Background: an optimization exercise with open tools, aiming at small area, a short achievable clock period and few clock cycles per item. Do not read the settings as production practice. Function was checked by simulation only, so behaviour that the tests miss may differ from the original. Power figures rest on the tool's default switching activity, not on a simulated workload.

## config.mk

```make
export PLATFORM = sky130hd
export DESIGN_NAME = touch_median_calibrate_map
export DESIGN_NICKNAME = touch_median_calibrate_map
export VERILOG_FILES = /design/flow/design.v
export SDC_FILE = /design/flow/constraint.sdc
export NUM_CORES = 4
export LEC_CHECK = 0
export CAP_MARGIN = 20
export CORE_MARGIN = 2
export CORE_UTILIZATION = 40
export SLEW_MARGIN = 20
```

## constraint.sdc

```tcl
create_clock -name core_clock -period 7.0 [get_ports {clk}]
set_input_delay 1.4000 -clock core_clock [delete_from_list [all_inputs] [get_ports {clk}]]
set_output_delay 1.4000 -clock core_clock [all_outputs]
set_load 0.01 [all_outputs]
```

## design.v

```verilog
package tmcm_pkg;
  localparam int SCR_BITS = 10;
  localparam int CFG_DATA_BITS = 32;
  localparam int CFG_ADDR_BITS = 5;
  localparam int REG_IDX_BITS = 3;
  localparam logic [REG_IDX_BITS-1:0] REG_RAW_MIN_X   = 3'd0;
  localparam logic [REG_IDX_BITS-1:0] REG_RAW_MAX_X   = 3'd1;
  localparam logic [REG_IDX_BITS-1:0] REG_RAW_MIN_Y   = 3'd2;
  localparam logic [REG_IDX_BITS-1:0] REG_RAW_MAX_Y   = 3'd3;
  localparam logic [REG_IDX_BITS-1:0] REG_PRESS_THR   = 3'd4;
  localparam logic [REG_IDX_BITS-1:0] REG_ORIENT      = 3'd5;
  localparam logic [REG_IDX_BITS-1:0] REG_SCR_MAX_X   = 3'd6;
  localparam logic [REG_IDX_BITS-1:0] REG_SCR_MAX_Y   = 3'd7;
  localparam int RST_RAW_MIN = 550;
  localparam int RST_RAW_MAX = 3650;
  localparam int RST_PRESS_THR = 850;
  localparam logic [3:0] RST_ORIENT = 4'd13;
  localparam logic [SCR_BITS-1:0] RST_SCR_MAX_X = 10'd319;
  localparam logic [SCR_BITS-1:0] RST_SCR_MAX_Y = 10'd239;
  localparam int FLG_SWAP = 0;
  localparam int FLG_INV_X = 1;
  localparam int FLG_INV_Y = 2;
  localparam int FLG_LOW_Z = 3;
  typedef enum logic [2:0] {
    TS_IDLE,
    TS_CHECK,
    TS_MIRROR,
    TS_CLAMP,
    TS_START,
    TS_WAIT,
    TS_OUT
  } top_state_t;
  typedef enum logic [1:0] {
    MD_IDLE,
    MD_MUL,
    MD_DIV,
    MD_DONE
  } md_state_t;
endpackage
module tmcm_regs #(
  parameter int RAW_BITS = 12
) (
  input  logic                                  clk,
  input  logic                                  rst_n,
  input  logic                                  psel,
  input  logic                                  penable,
  input  logic                                  pwrite,
  input  logic [tmcm_pkg::CFG_ADDR_BITS-1:0]    paddr,
  input  logic [tmcm_pkg::CFG_DATA_BITS-1:0]    pwdata,
  output logic [tmcm_pkg::CFG_DATA_BITS-1:0]    prdata,
  output logic [RAW_BITS-1:0]                   raw_min_x,
  output logic [RAW_BITS-1:0]                   raw_max_x,
  output logic [RAW_BITS-1:0]                   raw_min_y,
  output logic [RAW_BITS-1:0]                   raw_max_y,
  output logic [RAW_BITS-1:0]                   press_thr,
  output logic [3:0]                            orient,
  output logic [tmcm_pkg::SCR_BITS-1:0]         scr_max_x,
  output logic [tmcm_pkg::SCR_BITS-1:0]         scr_max_y
);
  localparam int DW = tmcm_pkg::CFG_DATA_BITS;
  logic [RAW_BITS-1:0] raw_min_x_r, raw_max_x_r, raw_min_y_r, raw_max_y_r, press_thr_r;
  logic [3:0] orient_r;
  logic [tmcm_pkg::SCR_BITS-1:0] scr_max_x_r, scr_max_y_r;
  logic [tmcm_pkg::REG_IDX_BITS-1:0] idx;
  logic wr_en;
  assign idx = paddr[tmcm_pkg::CFG_ADDR_BITS-1:2];
  assign wr_en = psel & penable & pwrite;
  always_ff @(posedge clk) begin
    if (!rst_n) begin
      raw_min_x_r <= RAW_BITS'(tmcm_pkg::RST_RAW_MIN);
      raw_max_x_r <= RAW_BITS'(tmcm_pkg::RST_RAW_MAX);
      raw_min_y_r <= RAW_BITS'(tmcm_pkg::RST_RAW_MIN);
      raw_max_y_r <= RAW_BITS'(tmcm_pkg::RST_RAW_MAX);
      press_thr_r <= RAW_BITS'(tmcm_pkg::RST_PRESS_THR);
      orient_r    <= tmcm_pkg::RST_ORIENT;
      scr_max_x_r <= tmcm_pkg::RST_SCR_MAX_X;
      scr_max_y_r <= tmcm_pkg::RST_SCR_MAX_Y;
    end else if (wr_en) begin
      case (idx)
        tmcm_pkg::REG_RAW_MIN_X: raw_min_x_r <= pwdata[RAW_BITS-1:0];
        tmcm_pkg::REG_RAW_MAX_X: raw_max_x_r <= pwdata[RAW_BITS-1:0];
        tmcm_pkg::REG_RAW_MIN_Y: raw_min_y_r <= pwdata[RAW_BITS-1:0];
        tmcm_pkg::REG_RAW_MAX_Y: raw_max_y_r <= pwdata[RAW_BITS-1:0];
        tmcm_pkg::REG_PRESS_THR: press_thr_r <= pwdata[RAW_BITS-1:0];
        tmcm_pkg::REG_ORIENT:    orient_r    <= pwdata[3:0];
        tmcm_pkg::REG_SCR_MAX_X: scr_max_x_r <= pwdata[tmcm_pkg::SCR_BITS-1:0];
        tmcm_pkg::REG_SCR_MAX_Y: scr_max_y_r <= pwdata[tmcm_pkg::SCR_BITS-1:0];
        default: ;
      endcase
    end
  end
  always_comb begin
    case (idx)
      tmcm_pkg::REG_RAW_MIN_X: prdata = DW'(raw_min_x_r);
      tmcm_pkg::REG_RAW_MAX_X: prdata = DW'(raw_max_x_r);
      tmcm_pkg::REG_RAW_MIN_Y: prdata = DW'(raw_min_y_r);
      tmcm_pkg::REG_RAW_MAX_Y: prdata = DW'(raw_max_y_r);
      tmcm_pkg::REG_PRESS_THR: prdata = DW'(press_thr_r);
      tmcm_pkg::REG_ORIENT:    prdata = DW'(orient_r);
      tmcm_pkg::REG_SCR_MAX_X: prdata = DW'(scr_max_x_r);
      tmcm_pkg::REG_SCR_MAX_Y: prdata = DW'(scr_max_y_r);
      default:                 prdata = '0;
    endcase
  end
  assign raw_min_x = raw_min_x_r;
  assign raw_max_x = raw_max_x_r;
  assign raw_min_y = raw_min_y_r;
  assign raw_max_y = raw_max_y_r;
  assign press_thr = press_thr_r;
  assign orient    = orient_r;
  assign scr_max_x = scr_max_x_r;
  assign scr_max_y = scr_max_y_r;
endmodule
module tmcm_median #(
  parameter int RAW_BITS = 12
) (
  input  logic                clk,
  input  logic                rst_n,
  input  logic                fire,
  input  logic [RAW_BITS-1:0] sx,
  input  logic [RAW_BITS-1:0] sy,
  input  logic [RAW_BITS-1:0] sz,
  output logic                med_valid,
  output logic [RAW_BITS-1:0] mx,
  output logic [RAW_BITS-1:0] my,
  output logic [RAW_BITS-1:0] mz
);
  logic [1:0] phase_r, phase_nxt;
  logic       med_valid_r;
  logic [RAW_BITS-1:0] held_x_r [2];
  logic [RAW_BITS-1:0] held_y_r [2];
  logic [RAW_BITS-1:0] held_z_r [2];
  logic [RAW_BITS-1:0] mx_r, my_r, mz_r;
  logic                hold;
  function automatic logic [RAW_BITS-1:0] med3(
    input logic [RAW_BITS-1:0] a,
    input logic [RAW_BITS-1:0] b,
    input logic [RAW_BITS-1:0] c
  );
    logic [RAW_BITS-1:0] lo;
    logic [RAW_BITS-1:0] hi;
    lo = (a < b) ? a : b;
    hi = (a < b) ? b : a;
    if (c <= lo) med3 = lo;
    else if (c >= hi) med3 = hi;
    else med3 = c;
  endfunction
  assign hold = (phase_r < 2'd2);
  always_comb begin
    phase_nxt = phase_r;
    if (fire) phase_nxt = hold ? phase_r + 2'd1 : 2'd0;
  end
  always_ff @(posedge clk) begin
    if (!rst_n) begin
      phase_r     <= 2'd0;
      med_valid_r <= 1'b0;
    end else begin
      phase_r     <= phase_nxt;
      med_valid_r <= fire & ~hold;
    end
  end
  always_ff @(posedge clk) begin
    if (fire && hold) begin
      held_x_r[phase_r[0]] <= sx;
      held_y_r[phase_r[0]] <= sy;
      held_z_r[phase_r[0]] <= sz;
    end
    if (fire && !hold) begin
      mx_r <= med3(held_x_r[0], held_x_r[1], sx);
      my_r <= med3(held_y_r[0], held_y_r[1], sy);
      mz_r <= med3(held_z_r[0], held_z_r[1], sz);
    end
  end
  assign med_valid = med_valid_r;
  assign mx = mx_r;
  assign my = my_r;
  assign mz = mz_r;
endmodule
module tmcm_muldiv #(
  parameter int RAW_BITS = 12
) (
  input  logic                          clk,
  input  logic                          rst_n,
  input  logic                          start,
  input  logic [RAW_BITS-1:0]           num,
  input  logic [tmcm_pkg::SCR_BITS-1:0] smax,
  input  logic [RAW_BITS-1:0]           den,
  output logic                          done,
  output logic [tmcm_pkg::SCR_BITS-1:0] quo
);
  localparam int SB = tmcm_pkg::SCR_BITS;
  localparam int W  = RAW_BITS + SB;
  localparam int CW = $clog2(W);
  tmcm_pkg::md_state_t state_r, state_nxt;
  logic [CW-1:0]       cnt_r;
  logic [W-1:0]        pq_r;
  logic [W-1:0]        mcand_r;
  logic [SB-1:0]       mult_r;
  logic [RAW_BITS-1:0] den_r;
  logic [RAW_BITS-1:0] rem_r;
  logic [RAW_BITS:0]   trial;
  logic                ge;
  logic [RAW_BITS:0]   diff;
  assign trial = {rem_r, pq_r[W-1]};
  assign ge    = (trial >= {1'b0, den_r});
  assign diff  = trial - {1'b0, den_r};
  always_comb begin
    state_nxt = state_r;
    case (state_r)
      tmcm_pkg::MD_IDLE: if (start) state_nxt = tmcm_pkg::MD_MUL;
      tmcm_pkg::MD_MUL:  if (cnt_r == CW'(SB - 1)) state_nxt = tmcm_pkg::MD_DIV;
      tmcm_pkg::MD_DIV:  if (cnt_r == CW'(W - 1)) state_nxt = tmcm_pkg::MD_DONE;
      tmcm_pkg::MD_DONE: state_nxt = tmcm_pkg::MD_IDLE;
      default:           state_nxt = tmcm_pkg::MD_IDLE;
    endcase
  end
  always_comb begin
    case (state_r)
      tmcm_pkg::MD_DONE: done = 1'b1;
      default:           done = 1'b0;
    endcase
  end
  always_ff @(posedge clk) begin
    if (!rst_n) state_r <= tmcm_pkg::MD_IDLE;
    else state_r <= state_nxt;
  end
  always_ff @(posedge clk) begin
    case (state_r)
      tmcm_pkg::MD_IDLE: begin
        cnt_r   <= '0;
        pq_r    <= '0;
        mcand_r <= W'(num);
        mult_r  <= smax;
        den_r   <= den;
        rem_r   <= '0;
      end
      tmcm_pkg::MD_MUL: begin
        if (mult_r[0]) pq_r <= pq_r + mcand_r;
        mcand_r <= {mcand_r[W-2:0], 1'b0};
        mult_r  <= {1'b0, mult_r[SB-1:1]};
        cnt_r   <= (cnt_r == CW'(SB - 1)) ? '0 : cnt_r + CW'(1);
      end
      tmcm_pkg::MD_DIV: begin
        rem_r <= ge ? diff[RAW_BITS-1:0] : trial[RAW_BITS-1:0];
        pq_r  <= {pq_r[W-2:0], ge};
        cnt_r <= cnt_r + CW'(1);
      end
      default: ;
    endcase
  end
  assign quo = pq_r[SB-1:0];
endmodule
module touch_median_calibrate_map #(
  parameter int RAW_BITS = 12
) (
  input  logic                                  clk,
  input  logic                                  rst_n,
  input  logic                                  in_tvalid,
  output logic                                  in_tready,
  input  logic [((3*RAW_BITS+7)/8)*8-1:0]       in_tdata,
  output logic                                  out_tvalid,
  input  logic                                  out_tready,
  output logic [23:0]                           out_tdata,
  output logic                                  out_tuser,
  input  logic                                  cfg_psel,
  input  logic                                  cfg_penable,
  input  logic                                  cfg_pwrite,
  input  logic [tmcm_pkg::CFG_ADDR_BITS-1:0]    cfg_paddr,
  input  logic [tmcm_pkg::CFG_DATA_BITS-1:0]    cfg_pwdata,
  output logic [tmcm_pkg::CFG_DATA_BITS-1:0]    cfg_prdata,
  output logic                                  cfg_pready
);
  localparam int SB = tmcm_pkg::SCR_BITS;
  logic [RAW_BITS-1:0] raw_min_x, raw_max_x, raw_min_y, raw_max_y, press_thr;
  logic [3:0]          orient;
  logic [SB-1:0]       scr_max_x, scr_max_y;
  logic                in_fire;
  logic                med_valid;
  logic [RAW_BITS-1:0] mx, my, mz;
  tmcm_pkg::top_state_t state_r, state_nxt;
  logic                axis_r;
  logic                touched_r;
  logic [RAW_BITS:0]   v_r;
  logic [RAW_BITS-1:0] num_r, den_r;
  logic                empty_r;
  logic [SB-1:0]       res_x_r, res_y_r;
  logic                out_valid_r;
  logic [SB-1:0]       out_x_r, out_y_r;
  logic                out_touched_r;
  logic                md_start, md_done;
  logic [SB-1:0]       md_quo;
  logic                out_load;
  logic [RAW_BITS-1:0] ax_lo, ax_hi, ax_v, clamped;
  logic [SB-1:0]       ax_smax;
  logic                ax_mirror;
  logic [RAW_BITS:0]   sum;
  logic                z_touch;
  assign cfg_pready = 1'b1;
  tmcm_regs #(.RAW_BITS(RAW_BITS)) u_regs (
    .clk       (clk),
    .rst_n     (rst_n),
    .psel      (cfg_psel),
    .penable   (cfg_penable),
    .pwrite    (cfg_pwrite),
    .paddr     (cfg_paddr),
    .pwdata    (cfg_pwdata),
    .prdata    (cfg_prdata),
    .raw_min_x (raw_min_x),
    .raw_max_x (raw_max_x),
    .raw_min_y (raw_min_y),
    .raw_max_y (raw_max_y),
    .press_thr (press_thr),
    .orient    (orient),
    .scr_max_x (scr_max_x),
    .scr_max_y (scr_max_y)
  );
  assign in_fire = in_tvalid & in_tready;
  tmcm_median #(.RAW_BITS(RAW_BITS)) u_median (
    .clk       (clk),
    .rst_n     (rst_n),
    .fire      (in_fire),
    .sx        (in_tdata[RAW_BITS-1:0]),
    .sy        (in_tdata[2*RAW_BITS-1:RAW_BITS]),
    .sz        (in_tdata[3*RAW_BITS-1:2*RAW_BITS]),
    .med_valid (med_valid),
    .mx        (mx),
    .my        (my),
    .mz        (mz)
  );
  tmcm_muldiv #(.RAW_BITS(RAW_BITS)) u_muldiv (
    .clk   (clk),
    .rst_n (rst_n),
    .start (md_start),
    .num   (num_r),
    .smax  (ax_smax),
    .den   (den_r),
    .done  (md_done),
    .quo   (md_quo)
  );
  always_comb begin
    if (!axis_r) begin
      ax_lo     = raw_min_x;
      ax_hi     = raw_max_x;
      ax_smax   = scr_max_x;
      ax_mirror = orient[tmcm_pkg::FLG_INV_X];
      ax_v      = orient[tmcm_pkg::FLG_SWAP] ? my : mx;
    end else begin
      ax_lo     = raw_min_y;
      ax_hi     = raw_max_y;
      ax_smax   = scr_max_y;
      ax_mirror = orient[tmcm_pkg::FLG_INV_Y];
      ax_v      = orient[tmcm_pkg::FLG_SWAP] ? mx : my;
    end
  end
  assign sum = {1'b0, ax_lo} + {1'b0, ax_hi};
  assign z_touch = orient[tmcm_pkg::FLG_LOW_Z] ? (mz <= press_thr) : (mz >= press_thr);
  always_comb begin
    if (v_r < {1'b0, ax_lo}) clamped = ax_lo;
    else if (v_r > {1'b0, ax_hi}) clamped = ax_hi;
    else clamped = v_r[RAW_BITS-1:0];
  end
  always_comb begin
    state_nxt = state_r;
    case (state_r)
      tmcm_pkg::TS_IDLE:   if (med_valid) state_nxt = tmcm_pkg::TS_CHECK;
      tmcm_pkg::TS_CHECK:  state_nxt = z_touch ? tmcm_pkg::TS_MIRROR : tmcm_pkg::TS_OUT;
      tmcm_pkg::TS_MIRROR: state_nxt = tmcm_pkg::TS_CLAMP;
      tmcm_pkg::TS_CLAMP:  state_nxt = tmcm_pkg::TS_START;
      tmcm_pkg::TS_START: begin
        if (empty_r) state_nxt = axis_r ? tmcm_pkg::TS_OUT : tmcm_pkg::TS_MIRROR;
        else state_nxt = tmcm_pkg::TS_WAIT;
      end
      tmcm_pkg::TS_WAIT: begin
        if (md_done) state_nxt = axis_r ? tmcm_pkg::TS_OUT : tmcm_pkg::TS_MIRROR;
      end
      tmcm_pkg::TS_OUT: begin
        if (!out_valid_r || out_tready) state_nxt = tmcm_pkg::TS_IDLE;
      end
      default: state_nxt = tmcm_pkg::TS_IDLE;
    endcase
  end
  always_comb begin
    in_tready = 1'b0;
    md_start  = 1'b0;
    out_load  = 1'b0;
    case (state_r)
      tmcm_pkg::TS_IDLE:  in_tready = 1'b1;
      tmcm_pkg::TS_START: md_start  = ~empty_r;
      tmcm_pkg::TS_OUT:   out_load  = ~out_valid_r | out_tready;
      default: ;
    endcase
  end
  always_ff @(posedge clk) begin
    if (!rst_n) state_r <= tmcm_pkg::TS_IDLE;
    else state_r <= state_nxt;
  end
  always_ff @(posedge clk) begin
    case (state_r)
      tmcm_pkg::TS_CHECK: begin
        touched_r <= z_touch;
        axis_r    <= 1'b0;
        res_x_r   <= '0;
        res_y_r   <= '0;
      end
      tmcm_pkg::TS_MIRROR: begin
        if (!ax_mirror) v_r <= {1'b0, ax_v};
        else if ({1'b0, ax_v} > sum) v_r <= {1'b0, ax_hi};
        else v_r <= sum - {1'b0, ax_v};
      end
      tmcm_pkg::TS_CLAMP: begin
        num_r   <= clamped - ax_lo;
        den_r   <= ax_hi - ax_lo;
        empty_r <= (ax_hi <= ax_lo);
      end
      tmcm_pkg::TS_START: begin
        if (empty_r) axis_r <= 1'b1;
      end
      tmcm_pkg::TS_WAIT: begin
        if (md_done) begin
          if (axis_r) res_y_r <= md_quo;
          else res_x_r <= md_quo;
          axis_r <= 1'b1;
        end
      end
      default: ;
    endcase
  end
  always_ff @(posedge clk) begin
    if (!rst_n) out_valid_r <= 1'b0;
    else if (out_load) out_valid_r <= 1'b1;
    else if (out_tready) out_valid_r <= 1'b0;
  end
  always_ff @(posedge clk) begin
    if (out_load) begin
      out_touched_r <= touched_r;
      out_x_r       <= res_x_r;
      out_y_r       <= res_y_r;
    end
  end
  assign out_tvalid = out_valid_r;
  assign out_tuser  = out_touched_r;
  assign out_tdata  = {4'd0, out_y_r, out_x_r};
endmodule
```

## run.sh

```bash
#!/bin/bash
# synth_recipe.tcl (not shown) runs the flow's synth.tcl, then flattens the netlist and writes it again
# the make line also repeats each setting of config.mk as NAME=value (left out here)
make -C /OpenROAD-flow-scripts/flow DESIGN_CONFIG=/design/flow/config.mk WORK_HOME=/design/flow/orfs CLKGATE_MAP_FILE= SYNTH_SCRIPT=/design/flow/synth_recipe.tcl finish
```

==> flow_metrics.py <==
metrics = {
    "route": {
        "drtIter0Drc": 1029,
        "drc": 0,
        "wl_per_cell_um": 17.49,
        "finalWirelength_um": 55380,
        "drtAntennaViolNets": 0,
        "vias_per_cell": 5.410,
        "drtPass1Iterations": 5,
        "vias": 17130,
    },
    "clocking": {
        "cts_root_buf": "clkbuf_16",
        "clock_latency_ps": 580,
        "clock_sinks": 365,
        "cts-resized-gates": 0,
        "hold_buffers": 0,
        "cts_made_buffers": 44,
        "postCtsSetupRepairBufs": 0,
        "cts_tree": "yes",
        "clk_path_buf_depth": 3,
        "h-tree-depth": 2,
        "clk_pin_slew_ps": 60,
    },
    "die": {
        "coreArea_sq_um": 56500,
        "initial_core_util": 0.4058,
        "fp-row-count": 87,
        "die-area_sq_um": 59240,
        "die_h_um": 243.4,
        "die_width_um": 243.4,
        "ios": 144,
    },
    "synth": {
        "synth_warnings": 4,
        "yosysSeqAreaShare": 0.4375,
        "syn_area_per_cell_sq_um": 9.936,
        "synthCells": 2307,
        "async_flop_share": 0,
        "synth_seq_cells": 365,
        "syn_area_sq_um": 22920,
        "synth_ff_type": "edfxtp_1",
        "synth_cell_types": 89,
        "synth_edf_count": 272,
    },
    "power_and_ir_drop": {
        "vdd_ir_drop_max_mv": 0.1748,
        "p_per_area_nw_per_um2": 289.3,
        "power.internal_uw": 5008,
        "swShare": 0.3348,
        "combPwrFrac": 0.318,
        "clkPwrFrac": 0.305,
        "power_frac_seq": 0.377,
        "p_sw_uw": 2521,
        "power.leakage_uw": 0.01046,
    },
    "finish": {
        "final_cell_mix": "nand2_1 (276), edfxtp_1 (272), ha_1 (226), nor2_1 (161), a21oi_1 (149)",
        "final_cells": 3166,
        "fin_nets": 2691,
        "fill_cells": 5263,
        "utilization": 0.4605,
        "drive_gt1_frac": 0.07386,
        "syn2layout_area_growth_pct": 13.50,
        "final_common_cell": "nand2_1",
        "antenna_cells": 0,
    },
    "grt": {
        "grt_pass1_wl_um": 88600,
        "grt_start_max_net_pins": 94,
        "grt_pass1_vias": 16770,
        "antenna_found_initial": 0,
        "grt_use_total": 0.1847,
        "overflow": 0,
    },
    "placement": {
        "place.gp.congestion": 0.8874,
        "port_buffers": 92,
        "dp_hpwl_um": 40600,
        "dp_cells": 3084,
    },
    "sta": {
        "finalSetupTns_ps": 0,
        "period_share": 0.8010,
        "worstMarginPinSlew_ps": 1080,
        "max_freq_mhz": 178.3,
        "max_slew_margin": 0.2771,
        "fin_crit_ps": 5607,
        "finClkSkew_ps": 25.97,
        "rsz0062_at_grt": "false",
        "hold_viol": 0,
        "drv_slew": 0,
        "finalSetupViolCount": 0,
        "fin_hold_ws_ps": 406.8,
    },
    "hold_path": {
        "hold_path_class": "flop to flop",
    },
    "setup_path": {
        "worstPathRequired_ps": 7330,
        "setup.worst_path.end_class": "flop",
        "critPathMostFrequentCell": "a21oi_1",
        "worstSetupPathType": "flop to flop",
        "critPathTopFamily": "compound AO/OA/AOI/OAI gates",
        "start_kind": "flop",
        "worst_ep_arrival_time_ps": 5940,
        "cp_slowest_cell": "mux2i_1",
        "path_max_fanout": 39,
        "worst-r2r-setup-slack_ps": 1390,
        "path_cells": "buf_4 -> mux2i_1 -> ha_1 -> a21oi_1 -> o2111ai_1 -> a311oi_2 -> buf_4 -> a211oi_1 -> a21oi_1 -> ha_1 -> inv_1 -> fa_1 -> a21o_1 -> a21oi_1 -> o21bai_1 -> a21oi_1 -> o21ai_0 -> a21o_1 -> a21oi_1 -> xnor2_1",
        "cp_num_buf_inv": 3,
        "critPathMaxStageDelay_ps": 780,
    },
    "outcome": {
        "status": "complete, no violations",
    },
    "flow_run": {
        "cap_violations": 0,
    },
}
-- worst reg2reg max path, cell delays in order, from the launching register on --
cell and delay, ps:
edfxtp_1 360, buf_4 560, mux2i_1 820, ha_1 390, a21oi_1 190, o2111ai_1 170
a311oi_2 280, buf_4 280, a211oi_1 70, a21oi_1 200, ha_1 200, inv_1 60
fa_1 410, a21o_1 210, a21oi_1 230, o21bai_1 90, a21oi_1 220, o21ai_0 170
a21o_1 210, a21oi_1 180, xnor2_1 80
-- synth_stat cells, types with 5 or more instances --
cell      number  area share
o22ai_1       25      0.0068
a21o_1        37       0.012
nor3b_1        5      0.0016
nand2b_1      21      0.0057
inv_1        132       0.022
edfxtp_1     272        0.36
fa_1           6      0.0052
nor4_1         6      0.0016
mux2i_1       91       0.040
a211oi_1      18      0.0059
a221oi_1      21      0.0080
a31oi_1        6      0.0016
nand2_1      276       0.045
a21boi_0      47       0.015
nand4_1       19      0.0052
o211ai_1      17      0.0056
o21ai_0      103       0.022
buf_4         29      0.0095
ha_1         227        0.12
and2_1        28      0.0076
buf_1         13      0.0021
o221ai_1       8      0.0031
a22oi_1        9      0.0029
xnor2_1       45       0.017
o32a_1         6      0.0026
nor2_1       162       0.027
o21bai_1       9      0.0029
o22a_1         7      0.0027
xor2_1        20      0.0076
nor3_1        27      0.0059
o21a_1        33       0.011
nor2b_1       47       0.013
and3_1        12      0.0033
or2_2          6      0.0016
buf_2         22      0.0048
dfxtp_1       93       0.081
a31o_2         8      0.0031
mux2_2        31       0.015
a21oi_1      150       0.033
clkbuf_1      54      0.0088
or3_1          9      0.0025
nand3_1       71       0.016
-- power groups by stage --
stage	combinational [uW]	sequential [uW]	clock [uW]
final	2400	2840	2300
after global routing	2680	2860	2430
after CTS	2410	2830	2350
after detailed placement	2390	2880	0
after global placement	2330	2870	0
after floorplan	1790	2830	0
-- sequential cells by signal (all words and copies together), names as in the netlist, 12 cells and up --
name / cells
den_r: 12
num_r: 12
u_median.held_x_r: 24
u_median.held_y_r: 24
u_median.held_z_r: 24
u_median.mx_r: 12
u_median.my_r: 12
u_median.mz_r: 12
u_muldiv.den_r: 12
u_muldiv.mcand_r: 22
u_muldiv.pq_r: 22
u_muldiv.rem_r: 12
u_regs.press_thr_r: 12
u_regs.raw_max_x_r: 12
u_regs.raw_max_y_r: 12
u_regs.raw_min_x_r: 12
u_regs.raw_min_y_r: 12
v_r: 13
-- metal layers --
metal / wire, um / track usage / share of wire / up-vias
met2: 27350 / 0.3223 / 0.49 / 350
met4: 1547 / 0.06027 / 0.028 / 0
met5: 0 / 0 / 0 / -
li1: - / - / - / 8476
met1: 24250 / 0.2363 / 0.44 / 8207
met3: 2229 / 0.02357 / 0.040 / 96
-- stage by stage --
stage	worst slack, ps	total power [uW]	cell area (sq um)
final	1393	7528	26020
after global routing	868.2	7977	26020
after CTS	1384	7595	26010
after detailed placement	1400	5270	24550
after global placement	1496	5204	24530
after floorplan	1543	4612	23010
-- final timing paths --
| check | from | end | cells past startpoint |
|---|---|---|---|
| hold reg to reg | res_x_r[8]$_DFFE_PP_ | out_x_r[8]$_DFFE_PP_ | 0 |
| hold / removal | res_x_r[8]$_DFFE_PP_ | out_x_r[8]$_DFFE_PP_ | 0 |
| setup / recovery | axis_r$_DFFE_PP_ | num_r[10]$_DFFE_PN_ | 20 |
| setup reg to reg | axis_r$_DFFE_PP_ | num_r[10]$_DFFE_PN_ | 20 |
-- kinds of logic after synthesis --
| kind of cell | count (synthesis) | synth area share |
|---|---|---|
| flip-flops | 365 | 0.4375 |
| multiplexers | 126 | 0.05857 |
| other | 2 | 0.0003276 |
| XOR/XNOR | 65 | 0.02484 |
| adder cells (fa/ha/maj) | 233 | 0.1291 |
| AND/OR/NAND/NOR | 707 | 0.1417 |
| buffers and inverters | 256 | 0.04831 |
| AO/OA/AOI/OAI | 553 | 0.1596 |
-- cell type report --
class                      count  area [sq um]  area share
clock buffer                  60          1242     0.04775
multi-input combinational   1709         11960      0.4596
timing repair buffer         119          1119     0.04299
inverter                     135         506.7     0.01948
tap                          756         945.9     0.03635
sequential                   365         10030      0.3855
clock inverter                22         217.7    0.008367
Testbench counts, summed over its fixed seeds: cycles 421,872, items 6,400.

## separate check: timing with driven ports
In the flow no input, the clock included, has a driving cell. The finished layout below was timed again as built, in two steps. Step 1, drivers: a clkbuf_16 drives clk and a buf_2 each remaining input, both assumed. Step 2 moves the port delays by t, midway between the first and last clock arrival at a register: inputs arrive t later, outputs are due t later. That takes back most of the time a late clock gives input paths. Slacks: ideal / step 1 / step 2; pairs: ideal / step 1.
t, ns: 0.622
setup slack, ns: 1.393 / 1.393 / 1.393
hold slack, ns: 0.407 / 0.407 / 0.407
clock arrival spread, ns: 0.029 / 0.028
After both steps this run still meets setup and hold. For this run, drivers alone change the setup slack by 0.000 ns; drivers and shift together by 0.000 ns.
